Source: an optimization exercise on an open RTL-to-GDS flow (aim: small area, a short achievable clock period and few clock cycles per item). Production flows keep margins and buffers that such runs may drop.
Only simulation tests tie the RTL to the original design; equivalence was not proved.
Power figures rest on the tool's default switching activity, not on a simulated workload.

JK:
## linear_chirp_period_generator
module linear_chirp_period_generator #(
  parameter int TIMER_CLOCK_HZ = 168000000,
  parameter int STEP_US        = 10
) (
  input  logic                          clk,
  input  logic                          rst_n,
  input  logic                          cfg_we,
  input  lcpg_pkg::cfg_idx_t            cfg_index,
  input  logic [lcpg_pkg::FREQ_W-1:0]   cfg_data,
  input  logic                          in_valid,
  output logic                          in_stall,
  input  logic                          in_restart,
  output logic                          out_valid,
  input  logic                          out_stall,
  output logic [lcpg_pkg::RELOAD_W-1:0] out_reload_value,
  output logic [lcpg_pkg::RELOAD_W-2:0] out_compare_value,
  output logic [lcpg_pkg::IDX_W-1:0]    out_step_number,
  output logic                          out_last_step
);
Settings: LEC_CHECK=0, CAP_MARGIN=20, CORE_MARGIN=2, CORE_UTILIZATION=60, SETUP_SLACK_MARGIN=1.5, SLEW_MARGIN=20; clock period 7.0 ns.
run.sh (not shown) runs the stock make flow with config.mk's settings and CLKGATE_MAP_FILE= SYNTH_SCRIPT=/design/flow/synth_recipe.tcl, a recipe that flattens the netlist after the stock synthesis.
Testbench counts of JK, summed over its fixed seeds: cycles 3,968, items 2,688.
### JK -> MS
Settings: SETUP_SLACK_MARGIN changed from 1.5 to 2.0; CORE_UTILIZATION changed from 60 to 40.
## What came out
Data arrival at the endpoint of the critical path (lower): MS. Comparing MS against JK, there is no change at all in simple-gate portion of the synthesized area. Going from JK to MS, areal power density over the cells grew by a few percent. Diff JK -> MS | combined area of the multi-input logic cells | up by a few percent. In the tables for JK and MS, height of the chip reads higher with MS. There was hardly any difference in estimated wirelength of the detail-placed design between JK and MS. Higher length in cells of the worst reg-to-reg path was reported by MS, not JK. Diff JK -> MS | cell area | up by a little under 10%. From MS to JK, maximum number of buffers from clock root to sink did not move at all. Delta(worst hold slack, MS - JK) < 0.


linear_chirp_period_generator, a different RTL version from the one above (not shown whole).
Size in the first run: roughly 5600 cells after synthesis, roughly 790 flip-flops, roughly 78 I/O pins, ~51000 sq um of cells after synthesis.
Settings: LEC_CHECK=0, CAP_MARGIN=20, CORE_MARGIN=2, CORE_UTILIZATION=40, SETUP_SLACK_MARGIN=3.4, SLEW_MARGIN=20; clock period 7.0 ns.
The first run passed the timing, design-rule and antenna checks.
Testbench counts at the start, summed over its fixed seeds: cycles 4,032, items 2,688.
Edit:
--- a/flow/config.mk
+++ b/flow/config.mk
@@ -9,4 +9,5 @@
 export CORE_MARGIN = 2
 export CORE_UTILIZATION = 40
-export SETUP_SLACK_MARGIN = 3.4
+export PLACE_DENSITY = 0.8
+export SETUP_SLACK_MARGIN = 3.6
 export SLEW_MARGIN = 20
- The new run finished with timing, DRC and antenna clean
- final area is higher by 2.3%
- sequential power hardly moves
- combinational power is higher by about 10%
- via count is higher by 7.0%
- worst setup slack degrades by 0.023 ns


linear_chirp_period_generator, a different RTL version from the one above (not shown whole).
For scale: about 6,200 cells after synthesis, roughly 78 I/O pins, ~56,000 um^2 of cells after synthesis.
## linear_chirp_period_generator
module linear_chirp_period_generator #(
  parameter int TIMER_CLOCK_HZ = 168000000,
  parameter int STEP_US        = 10
) (
  input  logic                          clk,
  input  logic                          rst_n,
  input  logic                          cfg_we,
  input  lcpg_pkg::cfg_idx_t            cfg_index,
  input  logic [lcpg_pkg::FREQ_W-1:0]   cfg_data,
  input  logic                          in_valid,
  output logic                          in_stall,
  input  logic                          in_restart,
  output logic                          out_valid,
  input  logic                          out_stall,
  output logic [lcpg_pkg::RELOAD_W-1:0] out_reload_value,
  output logic [lcpg_pkg::RELOAD_W-2:0] out_compare_value,
  output logic [lcpg_pkg::IDX_W-1:0]    out_step_number,
  output logic                          out_last_step
);
export LEC_CHECK = 0
export CAP_MARGIN = 20
export CORE_MARGIN = 2
export CORE_UTILIZATION = 40
export SETUP_SLACK_MARGIN = 3.2
export SLEW_MARGIN = 20
create_clock -name core_clock -period 7.0 [get_ports {clk}]
Testbench counts at the start, summed over its fixed seeds: cycles 4,032, items 2,688.
Edit:
SETUP_SLACK_MARGIN = 3.8   (was 3.2)
The changed run completed with no timing, DRC or antenna violations.
First-iteration DRC count went up by 9.5%.
Via count went up by 2.6%.
Wire length went up by 2.7%.
Global-route usage went up by 0.45 points.
Count of clock-buffer cells in the layout went down by 4.
Area after synthesis stays the same.
Edit:
SETUP_SLACK_MARGIN = 3.0   (was 3.8)
Final cell count came out lower by 2.4%.
Routed wire length came out lower by 3.3%.
Die area stays the same.
Maximum frequency came out lower by 12%.
Core utilization came out lower by 3.1 points.
Synthesized cell count does not change.
Edit:
SETUP_SLACK_MARGIN = 3.65   (was 3.0)
Result: The new run finished with timing, DRC and antenna clean; power rose by 5.8%; maximum frequency came out higher by 15%; die area does not change; worst setup slack is better by 0.51 ns; clock-buffer cell count is lower by 1; non-clock buffer count came out higher by 120; global-route usage grows by 0.16 points.
Edit:
SETUP_SLACK_MARGIN = 3.5   (was 3.65)
Final area shrinks by about 2.4%.
Cell count shrinks by 0.72%.
Synthesized cell count does not change.

## what the ideal ports hide
The flow's constraints put no driver on any port. The routed layouts listed below were extracted and timed again, unchanged, in two steps.
Step 1 (the two cells are an assumption about what drives the block):
set clk [get_ports {clk}]
set_driving_cell -lib_cell sky130_fd_sc_hd__clkbuf_16 $clk
set_driving_cell -lib_cell sky130_fd_sc_hd__buf_2 [delete_from_list [all_inputs] $clk]
Step 2 also shifts input and output timing later by t, the mid clock arrival at the registers, as if the neighbouring blocks saw the same clock.
a / b / c = no drivers / after step 1 / after step 2; a / b = the first two.
| run | t (ns) | setup WS [ns] | worst register clock-pin slew, ns |
|---|---|---|---|
| JK | 0.665 | 1.495 / 1.495 / 1.495 | 0.07 / 0.07 |
| MS | 0.724 | 1.664 / 1.664 / 1.664 | 0.07 / 0.07 |
| the first run of note 2 | 0.770 | 3.177 / 3.177 / 3.177 | 0.07 / 0.07 |
| the second run of note 2 | 0.752 | 3.153 / 3.153 / 2.980 | 0.07 / 0.07 |
| the first run of note 3 | 0.778 | 3.329 / 3.329 / 2.945 | 0.07 / 0.07 |
| the second run of note 3 | 0.786 | 3.554 / 3.554 / 3.513 | 0.07 / 0.07 |
| the third run of note 3 | 0.780 | 3.096 / 3.096 / 2.948 | 0.07 / 0.07 |
| the fourth run of note 3 | 0.766 | 3.608 / 3.608 / 3.431 | 0.07 / 0.07 |
| the fifth run of note 3 | 0.782 | 3.487 / 3.487 / 2.955 | 0.07 / 0.07 |
After both steps setup and hold are still met in every run listed. For the fifth run of note 3, which loses most, drivers alone change the setup slack by 0.000 ns; drivers and shift together by -0.532 ns.
